This is an optimization exercise on Yosys and OpenROAD, whose aim is small area, not a production implementation. Function was checked by simulation only, so behaviour that the tests miss may differ from the original. Power figures rest on the tool's default switching activity, not on a simulated workload.

v17:
==> flow/design.v (excerpt) <==
module hash_table (
    input  wire                       clk,
    input  wire                       rst_n_i,
    input  wire                       ready_i,
    input  wire [(1 + 2 + 8 + 16)-1:0]   req_i,
    input  wire [(4 * (8 * 3))-1:0]    h3_matrix_i,
    output wire [(1 + 2 + 16 + 4)-1:0]  resp_o
);
For scale: ~1800 cells after synthesis, roughly 790 flip-flops, ~150 I/O pins.
export LEC_CHECK = 0
export CAP_MARGIN = 0
export CORE_MARGIN = 2
export CORE_UTILIZATION = 60
export PLACE_DENSITY = 0.7
export SLEW_MARGIN = 0
create_clock -name core_clock -period 6.0 [get_ports {clk}]
standard.sh (not shown) runs the stock make flow with config.mk's settings and CLKGATE_MAP_FILE= SYNTH_SCRIPT=/design/flow/synth_recipe.tcl, a recipe that flattens the netlist after the stock synthesis.
==> flow/flow/run.sh <==
#!/bin/bash
# The standard ORFS layout (standard.sh) with these layout choices changed:
#  - synthesis maps the logic with an area-oriented abc script (flow/synth.tcl, flow/abc_area.script);
#    everything else in it is synth_recipe.tcl, and the registers are the standard synthesis's
#  - port buffers are buf_1 cells (every port still gets its own buffer)
#  - CTS clusters up to 20 sinks (diameter 70 um) per clkbuf_8 leaf buffer and inserts no dummy loads
# The full make output goes to flow_make.log; ORFS keeps each step's log under orfs/logs/.
set -euo pipefail
cd "$(dirname "$0")/.."
export MY_ABC_SCRIPT=$PWD/flow/abc_area.script
bash standard.sh \
  "SYNTH_SCRIPT=$PWD/flow/synth.tcl" \
  "BUFFER_PORTS_ARGS=-buffer_cell sky130_fd_sc_hd__buf_1" \
  "CTS_ARGS=-sink_clustering_enable -repair_clock_nets -dont_use_dummy_load -sink_clustering_size 20 -sink_clustering_max_diameter 70 -buf_list sky130_fd_sc_hd__clkbuf_8" \
  finish > flow_make.log 2>&1
==> flow/flow/abc_area.script <==
&get -n
&st
&syn3
&dch
&nf -R 1000
&put
==> flow/flow/synth.tcl <==
proc synth {args} { yosys synth -nofsm -noshare {*}$args }
# synth_recipe.tcl with the abc call given an area-oriented mapping script (flow/abc_area.script).
# Registers are mapped (dfflibmap) before abc, so they are the same as in the standard synthesis.
proc abc {args} {
  set i [lsearch -exact $args -script]
  if { $i >= 0 && [info exists ::env(MY_ABC_SCRIPT)] } { lset args [expr {$i + 1}] $::env(MY_ABC_SCRIPT) }
  yosys abc {*}$args
}
source $::env(SCRIPTS_DIR)/synth.tcl
# left out here: clear keep_hierarchy, flatten, clean up, hide names made inside functions, write 1_2_yosys.v
The inputs of v37 differ from those of v17 as listed below.
- swapping 0.7 for 0.8 in PLACE_DENSITY
- swapping 60 for 70 in CORE_UTILIZATION
==> flow/flow/run.sh <==
#!/bin/bash
# The standard ORFS layout (standard.sh) with these layout choices changed:
#  - synthesis maps the logic with an area-oriented abc script (flow/synth.tcl, flow/abc_area.script);
#    everything else in it is synth_recipe.tcl, and the registers are the standard synthesis's
#  - port buffers are buf_1 cells (every port still gets its own buffer)
#  - CTS clusters up to 18 sinks (diameter 60 um) per clkbuf_8 leaf buffer and inserts no dummy loads
# The full make output goes to flow_make.log; ORFS keeps each step's log under orfs/logs/.
set -euo pipefail
cd "$(dirname "$0")/.."
export MY_ABC_SCRIPT=$PWD/flow/abc_area.script
bash standard.sh \
  "SYNTH_SCRIPT=$PWD/flow/synth.tcl" \
  "BUFFER_PORTS_ARGS=-buffer_cell sky130_fd_sc_hd__buf_1" \
  "CTS_ARGS=-sink_clustering_enable -repair_clock_nets -dont_use_dummy_load -sink_clustering_size 18 -sink_clustering_max_diameter 60 -buf_list sky130_fd_sc_hd__clkbuf_8" \
  finish > flow_make.log 2>&1
==> flow/flow/abc_area.script <==
&get -n
&st
&syn3
&dch
&nf -R 2000 -C 32
&put
Higher sum of buffers and inverters on the critical path was reported by v17, not v37. Compared with v17, v37 shows placement-stage worst setup slack lower by 0.54 ns. v37: detailed-router iteration count before antenna repair lower than v17. Comparing v37 and v17, clock power share is lower on v17. | cell area | lower: v37 |. Relative to v17, clock-buffer cell count has increased by 11% in v37. Looking at internal portion of total power, v37 sits above v17. v37 | stages: all done | timing, DRC, antenna: all pass. v17 completed; timing, DRC and antenna clean. Layout overhead on the synthesized area in v37 is 0.16 points below v17. Between v17 and v37, the clock-pin slew reported for the worst setup and hold paths after clock tree synthesis figures differ only marginally. [compare] base=v17 new=v37: number of nets in the synthesized netlist saw a decrease, synthesized instance count lost 25.

-- port drivers added, routing unchanged --
No port has a modelled driver above. Below, the same layouts with a new extraction and two added sets of constraints.
Step 1 sets driving cells, clkbuf_16 on the clock port and buf_2 on the other inputs (assumed; they add their load-dependent delay and slew).
Step 2 times the ports against the registers' clock, not the clock port: input delays grow and output delays shrink by t, the midpoint of the rising clock arrivals with the driver on.
Slacks: ideal / step 1 / step 2; pairs: ideal / step 1.
run | shift t [ns] | setup WS [ns] | hold WS [ns] | worst register clock-pin slew, ns | worst data-port slew with drivers (ns)
v17 | 0.701 | 0.458 / 0.489 / -0.212 | 0.399 / 0.399 / 0.399 | 0.12 / 0.12 | 0.08
v37 | 0.707 | 0.247 / 0.191 / -0.276 | 0.428 / 0.428 / 0.428 | 0.11 / 0.11 | 0.04
With both steps, setup timing fails in v17 and v37, where it was met with ideal ports. The setup slack of v17, which loses most, moves by +0.031 ns with the drivers and by -0.670 ns with both steps.
